From an optimization exercise on the open Yosys and OpenROAD flow, aimed at small area, a short achievable clock period and few clock cycles per item; shortcuts taken in it are not production practice.
The RTL was checked by simulation tests, not by an equivalence proof against the original design.
Power figures rest on the tool's default switching activity, not on a simulated workload.

==> flow/design.v <==
package sat_pkg;
  localparam int unsigned ADDR_W  = 32;
  localparam int unsigned COUNT_W = 5;
  localparam logic [1:0] OP_CLEAR = 2'd0;
  localparam logic [1:0] OP_LOAD  = 2'd1;
  localparam logic [1:0] OP_V2F   = 2'd2;
  localparam logic [1:0] OP_F2V   = 2'd3;
  localparam logic [1:0] STATUS_OK   = 2'd0;
  localparam logic [1:0] STATUS_MISS = 2'd1;
  localparam logic [1:0] STATUS_FULL = 2'd2;
  localparam logic [ADDR_W-1:0] FILE_ALIGN_RST = 32'd512;
  localparam logic [ADDR_W-1:0] SECT_ALIGN_RST = 32'd4096;
endpackage
module section_address_translator (
  input  logic               clk,
  input  logic               rst_n,
  input  logic               cfg_we,
  input  logic [0:0]         cfg_index,
  input  logic [sat_pkg::ADDR_W-1:0]  cfg_data,
  input  logic               in_valid,
  output logic               in_ready,
  input  logic [1:0]         in_op,
  input  logic [sat_pkg::ADDR_W-1:0]  in_address,
  input  logic [sat_pkg::ADDR_W-1:0]  in_raw_start,
  input  logic [sat_pkg::ADDR_W-1:0]  in_raw_size,
  input  logic [sat_pkg::ADDR_W-1:0]  in_virt_start,
  input  logic [sat_pkg::ADDR_W-1:0]  in_virt_size,
  output logic               out_valid,
  input  logic               out_ready,
  output logic [1:0]         out_status,
  output logic [sat_pkg::ADDR_W-1:0]  out_translated,
  output logic [sat_pkg::ADDR_W-1:0]  out_raw_end_rounded,
  output logic [sat_pkg::ADDR_W-1:0]  out_virt_end_rounded,
  output logic [sat_pkg::COUNT_W-1:0] out_entry_count
);
  localparam int N = 16;
  function automatic logic [N-1:0] msb_onehot(input logic [N-1:0] v);
    msb_onehot = '0;
    for (int i = 0; i < N; i++) if (v[i]) msb_onehot = N'(1) << i;
  endfunction
  function automatic logic [31:0] low_mask(input logic [31:0] a);
    logic z;
    z = 1'b1;
    for (int i = 0; i < 32; i++) begin
      z = z & ~a[i];
      low_mask[i] = z;
    end
  endfunction
  logic [31:0] fa_r, sa_r;
  logic        fa_p2, sa_p2;    
  always_ff @(posedge clk) begin
    if (!rst_n) begin
      fa_r  <= sat_pkg::FILE_ALIGN_RST;
      sa_r  <= sat_pkg::SECT_ALIGN_RST;
      fa_p2 <= 1'b1;
      sa_p2 <= 1'b1;
    end else if (cfg_we) begin
      if (cfg_index == 1'b0) begin
        fa_r  <= cfg_data;
        fa_p2 <= (cfg_data & (cfg_data - 32'd1)) == 32'd0;
      end else begin
        sa_r  <= cfg_data;
        sa_p2 <= (cfg_data & (cfg_data - 32'd1)) == 32'd0;
      end
    end
  end
  logic [N-1:0][31:0] s_rb, s_re, s_vb, s_ve;
  logic [N-1:0]       s_v;
  logic [4:0]         count_r;
  logic [3:0]         head_r;      
  logic        full, ins_ok, accept, ins, p1_free, p1_adv;
  logic [31:0] raw_end_in, virt_end_in;
  logic [N-1:0] hit_a;
  logic [4:0]  count_nxt;
  assign full        = count_r[4];
  assign ins_ok      = (count_r == 5'd0) || ((head_r + 4'd1 - count_r[3:0]) == 4'd0);
  assign in_ready    = p1_free && !(in_op == sat_pkg::OP_LOAD && !full && !ins_ok);
  assign accept      = in_valid && in_ready;
  assign ins         = accept && in_op == sat_pkg::OP_LOAD && !full;
  assign raw_end_in  = in_raw_start + in_raw_size;
  assign virt_end_in = in_virt_start + in_virt_size;
  always_comb begin
    for (int i = 0; i < N; i++) begin
      if (in_op[0])
        hit_a[i] = s_v[i] && (s_rb[i] <= in_address) && (in_address <= s_re[i]);
      else
        hit_a[i] = s_v[i] && (s_vb[i] <= in_address) && (in_address <= s_ve[i]);
    end
  end
  always_comb begin
    count_nxt = count_r;
    if (in_op == sat_pkg::OP_CLEAR) count_nxt = 5'd0;
    else if (in_op == sat_pkg::OP_LOAD && !full) count_nxt = count_r + 5'd1;
  end
  always_ff @(posedge clk) begin
    for (int i = 1; i < N; i++) begin
      s_rb[i] <= s_rb[i-1];
      s_re[i] <= s_re[i-1];
      s_vb[i] <= s_vb[i-1];
      s_ve[i] <= s_ve[i-1];
    end
    if (ins) begin
      s_rb[0] <= in_raw_start;
      s_re[0] <= raw_end_in;
      s_vb[0] <= in_virt_start;
      s_ve[0] <= virt_end_in;
    end else begin
      s_rb[0] <= s_rb[N-1];
      s_re[0] <= s_re[N-1];
      s_vb[0] <= s_vb[N-1];
      s_ve[0] <= s_ve[N-1];
    end
  end
  always_ff @(posedge clk) begin
    if (!rst_n) begin
      s_v     <= '0;
      count_r <= 5'd0;
      head_r  <= 4'd0;
    end else begin
      if (accept && in_op == sat_pkg::OP_CLEAR) s_v <= '0;
      else s_v <= {s_v[N-2:0], ins ? 1'b1 : s_v[N-1]};
      if (accept) count_r <= count_nxt;
      head_r <= (ins && count_r == 5'd0) ? 4'd0 : head_r + 4'd1;
    end
  end
  logic        p1_v, p1_full;
  logic [1:0]  p1_op;
  logic [4:0]  p1_cnt;
  logic [31:0] p1_a, p1_b;     
  logic [N-1:0] p1_hit;        
  logic [5:0]  dv_cnt;
  logic [31:0] dv_r0, dv_r1;
  logic        dv_need, dv_step, stall_out;
  assign stall_out = out_valid && !out_ready;
  assign dv_need   = p1_v && p1_op == sat_pkg::OP_LOAD && !(fa_p2 && sa_p2);
  assign dv_step   = dv_need && !dv_cnt[5];
  assign p1_adv    = p1_v && !stall_out && !dv_step;
  assign p1_free   = !p1_v || p1_adv;
  always_ff @(posedge clk) begin
    if (!rst_n) p1_v <= 1'b0;
    else if (accept) p1_v <= 1'b1;
    else if (p1_adv) p1_v <= 1'b0;
  end
  logic [32:0] dv_sh0, dv_sh1;
  assign dv_sh0 = {dv_r0, p1_a[31]};
  assign dv_sh1 = {dv_r1, p1_b[31]};
  always_ff @(posedge clk) begin
    if (accept) begin
      p1_op   <= in_op;
      p1_cnt  <= count_nxt;
      p1_full <= full;
      p1_a    <= (in_op == sat_pkg::OP_LOAD) ? raw_end_in : in_address;
      p1_b    <= virt_end_in;
      p1_hit  <= {hit_a[N-2:0], hit_a[N-1]};
      dv_cnt  <= 6'd0;
      dv_r0   <= 32'd0;
      dv_r1   <= 32'd0;
    end else begin
      p1_hit <= {p1_hit[N-2:0], p1_hit[N-1]};
      if (dv_step) begin
        p1_a   <= {p1_a[30:0], p1_a[31]};
        p1_b   <= {p1_b[30:0], p1_b[31]};
        dv_cnt <= dv_cnt + 6'd1;
        dv_r0  <= (dv_sh0 >= {1'b0, fa_r}) ? 32'(dv_sh0 - {1'b0, fa_r}) : dv_sh0[31:0];
        dv_r1  <= (dv_sh1 >= {1'b0, sa_r}) ? 32'(dv_sh1 - {1'b0, sa_r}) : dv_sh1[31:0];
      end
    end
  end
  logic [N-1:0] lowm, hreq, sel;
  logic [31:0]  rb_sel, vb_sel, q_lo, q_oth, q_tr;
  logic         q_hit;
  always_comb begin
    for (int i = 0; i < N; i++) lowm[i] = (4'(i) <= head_r);
    hreq = p1_hit & lowm;
    sel  = (hreq != '0) ? msb_onehot(hreq) : msb_onehot(p1_hit);
    rb_sel = '0;
    vb_sel = '0;
    for (int i = 0; i < N; i++) begin
      rb_sel = rb_sel | (s_rb[i] & {32{sel[i]}});
      vb_sel = vb_sel | (s_vb[i] & {32{sel[i]}});
    end
  end
  assign q_hit = p1_hit != '0;
  assign q_lo  = p1_op[0] ? rb_sel : vb_sel;
  assign q_oth = p1_op[0] ? vb_sel : rb_sel;
  assign q_tr  = q_oth + p1_a - q_lo;
  logic [31:0] m_f, m_s, r_f, r_s, rnd_f, rnd_s;
  assign m_f   = low_mask(fa_r);
  assign m_s   = low_mask(sa_r);
  assign r_f   = fa_p2 ? (p1_a & m_f) : dv_r0;
  assign r_s   = sa_p2 ? (p1_b & m_s) : dv_r1;
  assign rnd_f = (m_f[31] || r_f == 32'd0) ? p1_a : p1_a - r_f + fa_r;
  assign rnd_s = (m_s[31] || r_s == 32'd0) ? p1_b : p1_b - r_s + sa_r;
  logic out_v;
  always_ff @(posedge clk) begin
    if (!rst_n) out_v <= 1'b0;
    else if (p1_adv) out_v <= 1'b1;
    else if (out_ready) out_v <= 1'b0;
  end
  assign out_valid = out_v;
  always_ff @(posedge clk) begin
    if (p1_adv) begin
      out_entry_count      <= p1_cnt;
      out_status           <= sat_pkg::STATUS_OK;
      out_translated       <= 32'd0;
      out_raw_end_rounded  <= 32'd0;
      out_virt_end_rounded <= 32'd0;
      case (p1_op)
        sat_pkg::OP_LOAD: begin
          out_status           <= p1_full ? sat_pkg::STATUS_FULL : sat_pkg::STATUS_OK;
          out_raw_end_rounded  <= rnd_f;
          out_virt_end_rounded <= rnd_s;
        end
        sat_pkg::OP_V2F, sat_pkg::OP_F2V: begin
          out_status     <= q_hit ? sat_pkg::STATUS_OK : sat_pkg::STATUS_MISS;
          out_translated <= q_hit ? q_tr : 32'hFFFF_FFFF;
        end
        default: ;
      endcase
    end
  end
endmodule
==> flow/run.sh <==
#!/bin/bash
# synth_recipe.tcl (not shown) runs the flow's synth.tcl, then flattens the netlist and writes it again
# the make line also repeats each setting of config.mk as NAME=value (left out here)
make -C /OpenROAD-flow-scripts/flow DESIGN_CONFIG=/design/flow/config.mk WORK_HOME=/design/flow/orfs CLKGATE_MAP_FILE= SYNTH_SCRIPT=/design/flow/synth_recipe.tcl finish
==> flow/config.mk <==
export PLATFORM = sky130hd
export DESIGN_NAME = section_address_translator
export DESIGN_NICKNAME = section_address_translator
export VERILOG_FILES = /design/flow/design.v
export SDC_FILE = /design/flow/constraint.sdc
export NUM_CORES = 4
export LEC_CHECK = 0
export CAP_MARGIN = 20
export CORE_MARGIN = 2
export CORE_UTILIZATION = 40
export SLEW_MARGIN = 20
==> flow/constraint.sdc <==
create_clock -name core_clock -period 8.0 [get_ports {clk}]
set_input_delay 1.6000 -clock core_clock [delete_from_list [all_inputs] [get_ports {clk}]]
set_output_delay 1.6000 -clock core_clock [all_outputs]
set_load 0.01 [all_outputs]
==> flow_metrics.env, run 1 <==
export IMPL_yosys_top_cells_area="dfxtp_1 (35%), ha_1 (22%), inv_1 (4.2%), edfxtp_1 (4.1%), a21o_1 (3.4%)"
export IMPL_cts_tree="built"
export IMPL_outcome="timing/DRC/antenna clean"
export IMPL_synthCells=12876
export IMPL_reg2reg_depth=24
export IMPL_clock_latency_ps=910
export IMPL_nets=16019
export IMPL_wl_met1_microns=220000
export IMPL_worstMarginPinSlew_ps=1260
export IMPL_start_util_pct=40.1
export IMPL_dr_pass1_iters=17
export IMPL_timing_rr_end="out_translated[31]"
export IMPL_overflow=0
export IMPL_min_to="s_ve[47]"
export IMPL_synth_edf_count=175
export IMPL_die_y_microns=569
export IMPL_drc_errors=0
export IMPL_cts_resized=0
export IMPL_worst_slack_ps=265
export IMPL_clockRootBuffer="clkbuf_16"
export IMPL_yosysWarnings=1
export IMPL_gp_congestion=1.03
export IMPL_critPathLaunchType="flop"
export IMPL_seq_area_sq_um=49800
export IMPL_io_pins=305
export IMPL_vias=103597
export IMPL_grt_usage_pct=31.2
export IMPL_crit_arrival_ps=8370
export IMPL_post_place_ws_ps=266
export IMPL_drt_initial_drc_count=11180
export IMPL_hp_class="reg -> reg"
export IMPL_cts_num_sinks=2402
export IMPL_clock_skew_ps=64.3
export IMPL_grt_max_degree=84
export IMPL_synthDistinctLibCells=101
export IMPL_routed_wl_microns=518000
export IMPL_min_path_cells=0
export IMPL_synth_nets=15452
export IMPL_ys_seq_elements=2402
export IMPL_synth_area_sq_um=127000
export IMPL_vias_per_cell=5.80
export IMPL_max_cap_violations=0
export IMPL_min_period_ps=7740
export IMPL_setup_tns_ps=0
export IMPL_fin_crit_sh_pct=96.7
export IMPL_worst_ep_required_time_ps=8640
export IMPL_p_total_w=0.0351
export IMPL_drv_slew=0
export IMPL_post_cts_buffers=0
export IMPL_htree_num_levels=5
export IMPL_yosysTopAreaCell="dfxtp_1"
export IMPL_multi_input_area_sq_um=71400
export IMPL_drive_above_1_share_pct=7.39
export IMPL_antenna_found_initial=58
export IMPL_fin_hold_ws_ps=333
export IMPL_critical_path_class="reg -> reg"
export IMPL_top_layer="met5"
export IMPL_fp_coreArea_sq_um=318000
export IMPL_clk_pin_slew_worst_paths_ps=60
export IMPL_yosys_most_used_dff="dfxtp_1"
export IMPL_clock_path_buffers=4
export IMPL_path_max_fanout=31
export IMPL_rsz0062_at_grt="no"
export IMPL_min_from="s_ve[15]"
export IMPL_max_freq_ghz=0.129
export IMPL_grt_pass1_wl_microns=729000
export IMPL_grt_pass1_vias=98513
export IMPL_hold_buffers=0
export IMPL_dp_hpwl_microns=412000
export IMPL_die_w_microns=569
export IMPL_dieArea_sq_um=323000
export IMPL_fin_area_sq_um=146000
export IMPL_leakagePower_nw=65.0
export IMPL_yosysTopAreaCellShare_pct=35.0
export IMPL_rrSetupSlack_ps=260
export IMPL_hold_violations=0
export IMPL_r2r_start="head_r[1]"
export IMPL_end_kind="flop"
export IMPL_async_flop_share_pct=0
export IMPL_ant_nets=0
export IMPL_postSynthAreaPerCell_sq_um=9.90
export IMPL_wl_met2_microns=219000
export IMPL_pwr_density_cell_nw_per_um2=240
export IMPL_num_rows=207
export IMPL_slew_headroom_pct=13.6
export IMPL_portBuffers=304
export IMPL_fillCellCount=29983
export IMPL_postPlaceCellArea_sq_um=137000
export IMPL_wl_per_cell_microns=29.0
export IMPL_synth_seq_area_share_pct=39.1
export IMPL_setup_viol=0
export IMPL_peakVddDrop_mv=0.161
export IMPL_syn2layout_area_growth_pct=14.8
export IMPL_cts_buffers=275
export IMPL_dr_wl_met3_microns=43300
-- logic make-up after synthesis --
logic type      count (synthesis)  synth area share (%)
compound gates               3249                  17.4
xor+xnor                      188                  1.29
fa+ha+maj                    2380                  23.9
buf+inv                      1710                  5.13
flops                        2402                  39.1
mux                           262                  2.20
simple gates                 2685                  10.9
-- registers in the layout, indices dropped and copies added (netlist names), 512 cells and up --
signal,flops
s_re,512
s_ve,512
s_vb,512
s_rb,512
-- worst max path at each step --
stage,start,to,slack (ps),cells past startpoint
floorplan,head_r[0],out_translated[31],1600,27
detailed placement,head_r[1],out_translated[31],270,23
global route,head_r[1],out_translated[31],30,25
finish,head_r[1],out_translated[31],260,24
CTS,head_r[1],out_translated[31],240,23
global placement,head_r[1],out_translated[31],320,23
-- cell usage in the layout (no fill, tap or decap), types with 38 or more instances in the layout --
cell | synthesis | routed
a211oi_1 | 90 | 86
a21boi_0 | 92 | 88
a21o_1 | 569 | 568
a21oi_1 | 731 | 728
a221oi_2 | 38 | 38
a222oi_1 | 125 | 125
a22o_1 | 93 | 93
a22oi_1 | 189 | 189
a31oi_1 | 47 | 47
and3_1 | 58 | 57
and4_1 | 63 | 63
buf_4 | 6 | 226
clkbuf_1 | 202 | 54
clkbuf_16 | 0 | 288
clkbuf_8 | 0 | 53
clkdlybuf4s50_1 | 0 | 271
dfxtp_1 | 2227 | 2227
edfxtp_1 | 175 | 175
fa_1 | 97 | 97
ha_1 | 2279 | 2277
inv_1 | 1443 | 1441
mux2_2 | 142 | 142
mux2i_1 | 119 | 117
nand2_1 | 568 | 564
nand2b_1 | 105 | 105
nand3_1 | 305 | 305
nand4_1 | 462 | 462
nor2_1 | 481 | 477
nor2b_1 | 222 | 219
nor3_1 | 164 | 164
nor4_1 | 79 | 76
o211ai_1 | 95 | 95
o21a_1 | 258 | 255
o21ai_0 | 539 | 536
o31ai_1 | 46 | 43
or3_1 | 39 | 39
xnor2_1 | 127 | 127
xor2_1 | 61 | 60
-- synthesized netlist by cell type (18+ instances only) --
master / count
a2111oi_0: 26
a211o_1: 27
a211oi_1: 90
a21boi_0: 92
a21o_1: 569
a21oi_1: 731
a221oi_1: 23
a221oi_2: 38
a222oi_1: 125
a22o_1: 93
a22oi_1: 189
a31oi_1: 47
and2_1: 37
and3_1: 58
and4_1: 63
buf_2: 40
clkbuf_1: 202
dfxtp_1: 2227
edfxtp_1: 175
fa_1: 97
ha_1: 2279
inv_1: 1443
mux2_2: 142
mux2i_1: 119
nand2_1: 568
nand2b_1: 105
nand3_1: 305
nand4_1: 462
nor2_1: 481
nor2b_1: 222
nor3_1: 164
nor4_1: 79
o211ai_1: 95
o21a_1: 258
o21ai_0: 539
o21bai_1: 27
o22ai_1: 35
o31a_1: 21
o31ai_1: 46
o41ai_1: 18
or2_2: 29
or3_1: 39
xnor2_1: 127
xor2_1: 61
-- layout make-up --
| class | count | area share [%] |
|---|---|---|
| antenna | 27 | 0.0461 |
| clock buffer | 395 | 5.56 |
| clock inverter | 96 | 0.863 |
| inverter | 1445 | 3.71 |
| multi-input combinational | 8764 | 48.8 |
| sequential | 2402 | 34.0 |
| tap | 4180 | 3.57 |
| timing repair buffer | 555 | 3.46 |
-- critical path, cell delays in order (launching register included) --
cell	delay, ps
dfxtp_1	630
ha_2	440
and2_1	200
nor4_1	90
o21ai_1	350
nor2_2	200
a32o_2	480
buf_12	240
a222oi_1	370
nand3_1	160
nor3_1	290
nand3_1	230
mux2_2	340
fa_1	500
inv_1	40
ha_1	220
or3_1	350
a311o_1	300
a21oi_1	320
o31ai_1	250
a31oi_1	340
o21ai_0	190
o41ai_1	440
nor3_1	130
o31a_1	290
-- stage by stage --
step | utilization, % | instances
finish | 46.1 | 17864
global route | 46.1 | 17841
CTS | 46.1 | 17835
detailed placement | 43.1 | 17344
global placement | 43.1 | 17343
floorplan | - | 12876
-- report_power, final --
group,leakage (nW),switching (W),total (W),internal (W)
clock,4.61,0.00537,0.0133,0.00791
combinational,40.3,0.00433,0.00724,0.00291
sequential,20.0,0.00127,0.0146,0.0133
total,65.0,0.0110,0.0351,0.0242
-- per-layer routing --
layer | track usage [%] | vias up
met2 | 47.2 | 4364
li1 | - | 48194
met3 | 6.58 | 1227
met1 | 41.0 | 49780
met5 | 0 | -
met4 | 17.9 | 32
Testbench counts, summed over its fixed seeds: cycles 2,502, items 2,486.
==> run 2, diff against run 1 <==
--- a/flow/design.v
+++ b/flow/design.v
@@ -46,6 +46,12 @@
       low_mask[i] = z;
     end
   endfunction
+  function automatic logic ge(input logic [31:0] x, input logic [31:0] y);
+    logic c;
+    c = 1'b1;
+    for (int k = 0; k < 32; k++) c = (x[k] & ~y[k]) | ((x[k] | ~y[k]) & c);
+    ge = c;
+  endfunction
   logic [31:0] fa_r, sa_r;
   logic        fa_p2, sa_p2;    
   always_ff @(posedge clk) begin
@@ -80,12 +86,9 @@
   assign raw_end_in  = in_raw_start + in_raw_size;
   assign virt_end_in = in_virt_start + in_virt_size;
   always_comb begin
-    for (int i = 0; i < N; i++) begin
-      if (in_op[0])
-        hit_a[i] = s_v[i] && (s_rb[i] <= in_address) && (in_address <= s_re[i]);
-      else
-        hit_a[i] = s_v[i] && (s_vb[i] <= in_address) && (in_address <= s_ve[i]);
-    end
+    for (int i = 0; i < N; i++)
+      hit_a[i] = s_v[i] && ge(in_address, in_op[0] ? s_rb[i] : s_vb[i])
+                        && ge(in_op[0] ? s_re[i] : s_ve[i], in_address);
   end
   always_comb begin
     count_nxt = count_r;
==> flow_metrics.env, run 2 <==
export IMPL_die_y_microns=517
export IMPL_cts_tree="built"
export IMPL_hp_class="reg -> reg"
export IMPL_end_kind="flop"
export IMPL_antenna_found_initial=51
export IMPL_gp_congestion=0.976
export IMPL_routed_wl_microns=409000
export IMPL_cts_num_sinks=2402
export IMPL_worst_ep_required_time_ps=8660
export IMPL_clk_pin_slew_worst_paths_ps=60
export IMPL_clock_path_buffers=4
export IMPL_slew_headroom_pct=19.0
export IMPL_critical_path_class="reg -> reg"
export IMPL_overflow=0
export IMPL_seq_area_sq_um=49800
export IMPL_p_sw_w=0.00985
export IMPL_io_pins=305
export IMPL_nets=11409
export IMPL_fp_coreArea_sq_um=262000
export IMPL_max_freq_ghz=0.125
export IMPL_synth_commonest_cells="dfxtp_1 (2227), mux2i_1 (929), nand2_1 (775)"
export IMPL_max_cap_violations=0
export IMPL_dr_pass1_iters=11
export IMPL_use_met3_pct=4.64
export IMPL_hold_violations=0
export IMPL_drt_initial_drc_count=9039
export IMPL_pwr_share_seq_pct=43.3
export IMPL_synth_edf_count=175
export IMPL_cts_buffers=282
export IMPL_worstMarginPinSlew_ps=1220
export IMPL_crit_arrival_ps=8690
export IMPL_min_period_ps=8020
export IMPL_outcome="finished with violations"
export IMPL_use_met2_pct=48.1
export IMPL_synth_seq_area_share_pct=47.4
export IMPL_synth_area_sq_um=105000
export IMPL_peakVddDrop_mv=0.251
export IMPL_start_util_pct=40.1
export IMPL_p_total_w=0.0329
export IMPL_drive_above_1_share_pct=12.1
export IMPL_ys_seq_elements=2402
export IMPL_async_flop_share_pct=0
export IMPL_clockRootBuffer="clkbuf_16"
export IMPL_postSynthAreaPerCell_sq_um=10.0
export IMPL_critical_path_slowest_cell="fa_1"
export IMPL_yosysTopAreaCellShare_pct=42.4
export IMPL_gr_usage_met1_pct=38.4
export IMPL_clock_skew_ps=85.5
export IMPL_ant_nets=0
export IMPL_drc_errors=0
export IMPL_p_clk_share_pct=38.1
export IMPL_yosysTopAreaCell="dfxtp_1"
export IMPL_grt_pass1_wl_microns=583000
export IMPL_mostFrequentLayoutCells="dfxtp_1 (2226), mux2i_1 (928), nand2_1 (772)"
export IMPL_num_rows=188
export IMPL_vias_per_cell=5.90
export IMPL_mostFrequentLayoutCell="dfxtp_1"
export IMPL_fin_crit_sh_pct=100
export IMPL_dieArea_sq_um=267000
export IMPL_critPathLaunchType="flop"
export IMPL_grt_usage_pct=29.7
export IMPL_synth_nets=10996
export IMPL_cp_slowest_stage_delay_ps=550
export IMPL_leakagePower_nw=49.5
export IMPL_grt_pass1_vias=83917
export IMPL_yosys_top_cells_area="dfxtp_1 (42%), mux2i_1 (8.8%), edfxtp_1 (5.0%), nand2_1 (2.8%), ha_1 (2.7%)"
export IMPL_path_delay_family="simple AND/OR/NAND/NOR gates"
export IMPL_syn2layout_area_growth_pct=16.5
export IMPL_power_internal_w=0.0230
export IMPL_p_sw_share_pct=29.9
export IMPL_path_max_fanout=4
export IMPL_pwr_density_cell_nw_per_um2=268
export IMPL_portBuffers=304
export IMPL_power_frac_comb_pct=18.6
export IMPL_worst_slack_ps=-25.0
export IMPL_rsz0062_at_grt="yes"
export IMPL_yosysWarnings=1
export IMPL_synthCells=10468
export IMPL_wl_per_cell_microns=28.0
export IMPL_yosys_most_used_dff="dfxtp_1"
export IMPL_post_route_util_pct=46.8
export IMPL_clock_latency_ps=990
export IMPL_vias=86208
export IMPL_dp_hpwl_microns=314000
export IMPL_so_violations="setup timing"
export IMPL_fillCellCount=24556
export IMPL_drv_slew=0
export IMPL_grt_busiest_layer="met2"
export IMPL_synthDistinctLibCells=102
export IMPL_path_buf_inv=5
export IMPL_multi_input_area_sq_um=51100
export IMPL_synth_most_common_cell="dfxtp_1"
export IMPL_grt_max_degree=104
export IMPL_setup_viol=2
export IMPL_die_w_microns=517
export IMPL_htree_num_levels=5
## run 2: changes by cell type after synthesis, sizes merged, moves of 159 or more
cell / before / now
clkbuf: 202 / 429
inv: 1444 / 420
nand4: 463 / 47
ha: 2279 / 231
mux2i: 119 / 929
nor2: 482 / 641
o21a: 258 / 79
nand2: 568 / 775
o22ai: 35 / 194
a21oi: 732 / 479
maj3: 4 / 202
a21o: 569 / 93
## run 2: cell type report
type / instances / area share [%]
diodes: 12 / 0.0245
clock buffers: 399 / 6.64
clock inverters: 81 / 0.621
inverters: 427 / 1.31
multi-input cells: 7014 / 41.7
flip-flops and latches: 2402 / 40.7
well taps: 3515 / 3.59
repair buffers: 754 / 5.44
## run 2: power by group through the flow
stage,Combinational [W],Clock (W),Sequential [W]
3_3_place_gp,0.00591,0,0.0144
3_5_place_dp,0.00597,0,0.0144
2_1_floorplan,0.00367,0,0.0141
4_1_cts,0.00603,0.0127,0.0142
5_1_grt,0.00657,0.0132,0.0143
6_report,0.00611,0.0125,0.0142
## run 2: kinds of logic after synthesis
family	after synthesis	synth area share (%)
adder cells (fa/ha/maj)	530	6.61
AO/OA/AOI/OAI	2835	18.8
flip-flops	2402	47.4
multiplexers	1141	11.1
buffers and inverters	1052	4.56
AND/OR/NAND/NOR	2325	10.0
XOR/XNOR	183	1.52
## run 2: final timing paths
path | slack [ps] | depth (start not counted) | to | startpoint
max | -20 | 38 | out_translated[30] | p1_hit[11]
min | 300 | 0 | s_re[46] | s_re[14]
max reg2reg | -20 | 38 | out_translated[30] | p1_hit[11]
min reg2reg | 300 | 0 | s_re[46] | s_re[14]
## run 2: worst register-to-register path, delay by kind of cell (launching register included)
family / cells / cell delay (ps)
simple gates: 11 / 2960
compound gates: 18 / 2620
fa+ha+maj: 2 / 940
buf+inv: 5 / 650
flops: 1 / 320
xor+xnor: 1 / 140
mux: 1 / 90
## run 2: layer usage
metal / routed length [microns] / part of all wire [%]
met5: 66 / 0.016
met4: 22100 / 5.4
met3: 27300 / 6.7
met2: 187000 / 46
met1: 173000 / 42
## run 2: per-stage QoR
| step | setup slack, ps | instances | area, sq um | TNS [ps] | hold WS, ps |
|---|---|---|---|---|---|
| 4_1_cts | 8.64 | 14584 | 122000 | 0 | 302 |
| 6_report | -25.0 | 14604 | 123000 | -31.9 | 300 |
| 2_1_floorplan | 10.2 | 10468 | 105000 | 0 | 323 |
| 5_1_grt | -352 | 14594 | 122000 | -1800 | 313 |
| 3_3_place_gp | -629 | 14100 | 113000 | -3150 | 328 |
| 3_5_place_dp | -670 | 14100 | 113000 | -3230 | 333 |
## run 2: repair_timing
item / CTS / global route
setup endpoints to repair: 9 / 8
resized for setup: 39 / 28
buffers inserted: 4 / 9
pin swaps: 15 / 27
hold buffers: 0 / 0
Testbench counts of run 2, summed over its fixed seeds: cycles 2,502, items 2,486.
==> run 3, diff against run 2 <==
--- a/flow/design.v
+++ b/flow/design.v
@@ -131,18 +131,25 @@
   logic [4:0]  p1_cnt;
   logic [31:0] p1_a, p1_b;     
   logic [N-1:0] p1_hit;        
+  logic [N-1:0] lowm_r;        
   logic [5:0]  dv_cnt;
   logic [31:0] dv_r0, dv_r1;
-  logic        dv_need, dv_step, stall_out;
+  logic        dv_need, dv_step, stall_out, p2_v, p2_adv, p2_free;
   assign stall_out = out_valid && !out_ready;
+  assign p2_adv    = p2_v && !stall_out;
+  assign p2_free   = !p2_v || p2_adv;
   assign dv_need   = p1_v && p1_op == sat_pkg::OP_LOAD && !(fa_p2 && sa_p2);
   assign dv_step   = dv_need && !dv_cnt[5];
-  assign p1_adv    = p1_v && !stall_out && !dv_step;
+  assign p1_adv    = p1_v && p2_free && !dv_step;
   assign p1_free   = !p1_v || p1_adv;
   always_ff @(posedge clk) begin
     if (!rst_n) p1_v <= 1'b0;
     else if (accept) p1_v <= 1'b1;
     else if (p1_adv) p1_v <= 1'b0;
+  end
+  always_ff @(posedge clk) begin
+    for (int i = 0; i < N; i++)
+      lowm_r[i] <= (4'(i) <= ((rst_n && ins && count_r == 5'd0) ? 4'd0 : head_r + 4'd1));
   end
   logic [32:0] dv_sh0, dv_sh1;
   assign dv_sh0 = {dv_r0, p1_a[31]};
@@ -169,12 +176,10 @@
       end
     end
   end
-  logic [N-1:0] lowm, hreq, sel;
-  logic [31:0]  rb_sel, vb_sel, q_lo, q_oth, q_tr;
-  logic         q_hit;
+  logic [N-1:0] hreq, sel;
+  logic [31:0]  rb_sel, vb_sel;
   always_comb begin
-    for (int i = 0; i < N; i++) lowm[i] = (4'(i) <= head_r);
-    hreq = p1_hit & lowm;
+    hreq = p1_hit & lowm_r;
     sel  = (hreq != '0) ? msb_onehot(hreq) : msb_onehot(p1_hit);
     rb_sel = '0;
     vb_sel = '0;
@@ -183,10 +188,6 @@
       vb_sel = vb_sel | (s_vb[i] & {32{sel[i]}});
     end
   end
-  assign q_hit = p1_hit != '0;
-  assign q_lo  = p1_op[0] ? rb_sel : vb_sel;
-  assign q_oth = p1_op[0] ? vb_sel : rb_sel;
-  assign q_tr  = q_oth + p1_a - q_lo;
   logic [31:0] m_f, m_s, r_f, r_s, rnd_f, rnd_s;
   assign m_f   = low_mask(fa_r);
   assign m_s   = low_mask(sa_r);
@@ -194,29 +195,54 @@
   assign r_s   = sa_p2 ? (p1_b & m_s) : dv_r1;
   assign rnd_f = (m_f[31] || r_f == 32'd0) ? p1_a : p1_a - r_f + fa_r;
   assign rnd_s = (m_s[31] || r_s == 32'd0) ? p1_b : p1_b - r_s + sa_r;
+  logic        p2_hit;
+  logic [1:0]  p2_st;
+  logic [1:0]  p2_op;
+  logic [4:0]  p2_cnt;
+  logic [31:0] p2_x, p2_y, p2_a;   
+  always_ff @(posedge clk) begin
+    if (!rst_n) p2_v <= 1'b0;
+    else if (p1_adv) p2_v <= 1'b1;
+    else if (p2_adv) p2_v <= 1'b0;
+  end
+  always_ff @(posedge clk) begin
+    if (p2_free) begin
+      p2_op  <= p1_op;
+      p2_cnt <= p1_cnt;
+      p2_hit <= p1_hit != '0;
+      p2_st  <= (p1_op == sat_pkg::OP_LOAD && p1_full) ? sat_pkg::STATUS_FULL : sat_pkg::STATUS_OK;
+      p2_a   <= p1_a;
+      if (p1_op == sat_pkg::OP_LOAD) begin
+        p2_x <= rnd_f;
+        p2_y <= rnd_s;
+      end else begin
+        p2_x <= p1_op[0] ? rb_sel : vb_sel;
+        p2_y <= p1_op[0] ? vb_sel : rb_sel;
+      end
+    end
+  end
   logic out_v;
   always_ff @(posedge clk) begin
     if (!rst_n) out_v <= 1'b0;
-    else if (p1_adv) out_v <= 1'b1;
+    else if (p2_adv) out_v <= 1'b1;
     else if (out_ready) out_v <= 1'b0;
   end
   assign out_valid = out_v;
   always_ff @(posedge clk) begin
-    if (p1_adv) begin
-      out_entry_count      <= p1_cnt;
-      out_status           <= sat_pkg::STATUS_OK;
+    if (p2_adv) begin
+      out_entry_count      <= p2_cnt;
+      out_status           <= p2_st;
       out_translated       <= 32'd0;
       out_raw_end_rounded  <= 32'd0;
       out_virt_end_rounded <= 32'd0;
-      case (p1_op)
+      case (p2_op)
         sat_pkg::OP_LOAD: begin
-          out_status           <= p1_full ? sat_pkg::STATUS_FULL : sat_pkg::STATUS_OK;
-          out_raw_end_rounded  <= rnd_f;
-          out_virt_end_rounded <= rnd_s;
+          out_raw_end_rounded  <= p2_x;
+          out_virt_end_rounded <= p2_y;
         end
         sat_pkg::OP_V2F, sat_pkg::OP_F2V: begin
-          out_status     <= q_hit ? sat_pkg::STATUS_OK : sat_pkg::STATUS_MISS;
-          out_translated <= q_hit ? q_tr : 32'hFFFF_FFFF;
+          out_status     <= p2_hit ? sat_pkg::STATUS_OK : sat_pkg::STATUS_MISS;
+          out_translated <= p2_hit ? p2_y + p2_a - p2_x : 32'hFFFF_FFFF;
         end
         default: ;
       endcase
--- a/flow/config.mk
+++ b/flow/config.mk
@@ -8,4 +8,5 @@
 export CAP_MARGIN = 20
 export CORE_MARGIN = 2
 export CORE_UTILIZATION = 40
+export SETUP_SLACK_MARGIN = 4.0
 export SLEW_MARGIN = 20
==> flow_metrics.env, run 3 <==
export IMPL_placed_cells=14577
export IMPL_min_period_ps=5320
export IMPL_fin_crit_sh_pct=66.5
export IMPL_critPathLaunchType="flop"
export IMPL_routed_wl_microns=469000
export IMPL_reg2reg_depth=21
export IMPL_nets=12179
export IMPL_leakagePower_nw=54.3
export IMPL_die_w_microns=528
export IMPL_yosys_most_used_dff="dfxtp_1"
export IMPL_hp_class="reg -> reg"
export IMPL_htree_num_levels=5
export IMPL_rrSetupSlack_ps=2680
export IMPL_max_cap_violations=0
export IMPL_synth_most_common_cell="dfxtp_1"
export IMPL_setup_tns_ps=0
export IMPL_outcome="timing/DRC/antenna clean"
export IMPL_synthCells=11142
export IMPL_io_pins=305
export IMPL_critical_path_slowest_cell="fa_1"
export IMPL_clockRootBuffer="clkbuf_16"
export IMPL_synth_area_sq_um=110000
export IMPL_p_sw_share_pct=31.3
export IMPL_async_flop_share_pct=0
export IMPL_vias=95134
export IMPL_p_clk_share_pct=35.5
export IMPL_crit_top_cell="nand2_1"
export IMPL_ys_seq_elements=2523
export IMPL_drc_errors=0
export IMPL_cts_buffers=277
export IMPL_pwr_share_seq_pct=41.2
export IMPL_grt_pass1_wl_microns=654000
export IMPL_fin_hold_ws_ps=330
export IMPL_synth_commonest_cells="dfxtp_1 (2243), nand2_1 (1181), mux2i_1 (989)"
export IMPL_gp_congestion=0.998
export IMPL_crit_chain="nor4_4 > nand4_1 > nor3_4 > and3_4 > a32o_2 > fa_1 > inv_2 > ha_4 > nand2_1 > o41ai_4 > nand3_2 > o311ai_4 > a311oi_2 > buf_4 > o31ai_4 > a41o_1 > o21a_1 > nand3_1 > nand2_1 > a21oi_2 > a221o_1"
export IMPL_synth_edf_count=280
export IMPL_min_path_cells=0
export IMPL_slew_headroom_pct=24.3
export IMPL_synth_seq_area_share_pct=48.4
export IMPL_cp_slowest_stage_delay_ps=440
export IMPL_yosysTopAreaCell="dfxtp_1"
export IMPL_setup_viol=0
export IMPL_peakVddDrop_mv=0.161
export IMPL_end_kind="flop"
export IMPL_yosysWarnings=1
export IMPL_path_delay_family="compound AO/OA/AOI/OAI gates"
export IMPL_power_internal_w=0.0253
export IMPL_cts_num_sinks=2523
export IMPL_ant_nets=0
export IMPL_postSynthAreaPerCell_sq_um=9.88
export IMPL_dr_pass1_iters=11
export IMPL_dp_hpwl_microns=331000
export IMPL_cts_tree="built"
export IMPL_final_instance_count_excl_fill=15465
export IMPL_yosysTopAreaCellShare_pct=40.8
export IMPL_clock_path_buffers=4
export IMPL_synthDistinctLibCells=105
export IMPL_grt_pass1_vias=91927
export IMPL_max_freq_ghz=0.188
export IMPL_vias_per_cell=6.15
export IMPL_drive_above_1_share_pct=18.3
export IMPL_dieArea_sq_um=279000
export IMPL_worstMarginPinSlew_ps=1140
export IMPL_overflow=0
export IMPL_worst_ep_required_time_ps=8590
export IMPL_fp_coreArea_sq_um=274000
export IMPL_grt_usage_pct=32.0
export IMPL_p_sw_w=0.0115
export IMPL_mostFrequentLayoutCell="dfxtp_1"
export IMPL_drv_slew=0
export IMPL_hold_violations=0
export IMPL_p_total_w=0.0368
export IMPL_start_util_pct=40.2
export IMPL_die_y_microns=528
export IMPL_synth_nets=11668
export IMPL_clock_skew_ps=49.4
export IMPL_drt_initial_drc_count=12522
export IMPL_clock_latency_ps=870
export IMPL_portBuffers=304
export IMPL_path_max_fanout=6
export IMPL_rsz0062_at_grt="yes"
export IMPL_mostFrequentLayoutCells="dfxtp_1 (2229), nand2_1 (1118), mux2i_1 (897)"
export IMPL_yosys_top_cells_area="dfxtp_1 (41%), mux2i_1 (9.0%), edfxtp_1 (7.6%), nand2_1 (4.0%), a21oi_1 (2.6%)"
export IMPL_crit_cells=21
export IMPL_grt_max_degree=83
export IMPL_num_rows=192
export IMPL_pwr_density_cell_nw_per_um2=270
export IMPL_post_route_util_pct=49.7
export IMPL_syn2layout_area_growth_pct=23.7
export IMPL_crit_arrival_ps=5910
export IMPL_hold_buffers=0
export IMPL_clk_pin_slew_worst_paths_ps=60
export IMPL_critical_path_class="reg -> reg"
export IMPL_antenna_found_initial=35
export IMPL_wl_per_cell_microns=30.3
export IMPL_path_buf_inv=2
export IMPL_power_frac_comb_pct=23.3
==> run 3: changes by cell type in the layout (fill, tap and decap cells not counted), sizes merged, moves of 67 or more <==
cell | previous run | this run
nand4 | 47 | 115
a21oi | 479 | 576
mux2 | 212 | 65
inv | 429 | 539
a22oi | 161 | 294
nand2 | 775 | 1182
and2 | 55 | 122
edfxtp | 175 | 280
nor2 | 641 | 568
a31oi | 78 | 157
buf | 483 | 597
nand3 | 318 | 236
==> run 3: cell type report <==
class	instances	area, sq um
sequential	2523	53300
fill	24366	138000
clock inverter	90	1160
antenna	13	32.5
timing repair buffer	872	9370
inverter	547	2150
tap	3589	4490
multi-input combinational	7432	57600
clock buffer	399	7970
==> run 3: worst register-to-register path, cell delays in order (launching register included) <==
cell and delay, ps:
dfxtp_4 360, nor4_4 330, nand4_1 250, nor3_4 330, and3_4 290, a32o_2 230, fa_1 440, inv_2 80
ha_4 160, nand2_1 90, o41ai_4 420, nand3_2 190, o311ai_4 300, a311oi_2 140, buf_4 170, o31ai_4 240
a41o_1 230, o21a_1 190, nand3_1 100, nand2_1 100, a21oi_2 60, a221o_1 350
==> run 3: layer usage <==
layer / wire length, microns / vias to the layer above / track usage [%]
li1: - / 41767 / -
met1: 188000 / 46729 / 41.9
met2: 198000 / 5410 / 48.0
met3: 50300 / 1190 / 7.81
met4: 32300 / 38 / 18.5
met5: 237 / - / 0
==> run 3: kinds of logic after synthesis <==
logic type | count (synthesis) | share of synthesized area (%)
AOI/OAI and AO/OA | 2941 | 18.2
buffers and inverters | 1192 | 4.82
and+or+nand+nor | 2733 | 11.3
adders and majority gates | 510 | 6.08
DFF | 2523 | 48.4
muxes | 1054 | 9.66
xor gates and xnor gates | 189 | 1.50
==> run 3: final timing paths <==
path | from | end
worst min register to register | s_re[249] | s_re[281]
worst max register to register | sa_r[0] | p2_y[31]
worst max-delay path | sa_r[0] | p2_y[31]
worst min-delay path | s_re[249] | s_re[281]
==> run 3: what timing repair did <==
action | in CTS | in global routing
setup endpoints to repair | 472 | 276
buffers inserted | 240 | 101
gates resized for setup | 1078 | 429
cloned | 38 | 7
pin swaps | 368 | 324
==> run 3: per-stage QoR <==
step | cell area (sq um) | setup WS [ps]
4_1_cts | 133000 | 2780
3_3_place_gp | 117000 | 924
2_1_floorplan | 112000 | 2790
5_1_grt | 136000 | 2550
3_5_place_dp | 117000 | 956
6_report | 136000 | 2680
==> run 3: power by group through the flow <==
stage | Sequential, W | Combinational, W | Clock [W]
2_1_floorplan | 0.0149 | 0.00457 | 0
3_3_place_gp | 0.0153 | 0.00654 | 0
3_5_place_dp | 0.0153 | 0.00662 | 0
4_1_cts | 0.0151 | 0.00779 | 0.0132
5_1_grt | 0.0152 | 0.00905 | 0.0137
6_report | 0.0151 | 0.00855 | 0.0131
Testbench counts of run 3, summed over its fixed seeds: cycles 2,510, items 2,486.

[what the ideal ports hide]
Ports are ideal in the flow. The routed layouts listed here were re-timed in OpenROAD. Step 1: set_driving_cell puts a clkbuf_16 on clk and a buf_2 on each other input, an assumption about the parent block. Step 2 moves the port delays by t, midway between the first and last clock arrival at a register: inputs arrive t later, outputs are due t later. That takes back most of the time a late clock gives input paths. a / b / c = ideal / step 1 / step 2; a / b = the first two.
| run | t (ns) | slack for setup (ns) | hold WS [ns] | latest minus earliest clock arrival (ns) | cell pins on the clock port's net |
|---|---|---|---|---|---|
| run 1 | 0.981 | 0.265 / 0.265 / 0.265 | 0.333 / 0.333 / 0.333 | 0.067 / 0.068 | 1 |
| run 2 | 1.032 | -0.025 / -0.025 / -0.267 | 0.300 / 0.300 / 0.300 | 0.109 / 0.109 | 1 |
| run 3 | 0.942 | 2.680 / 2.492 / 1.551 | 0.330 / 0.330 / 0.330 | 0.060 / 0.059 | 1 |
The setup slack of run 3, which loses most, moves by -0.188 ns with the drivers and by -1.129 ns with both steps.
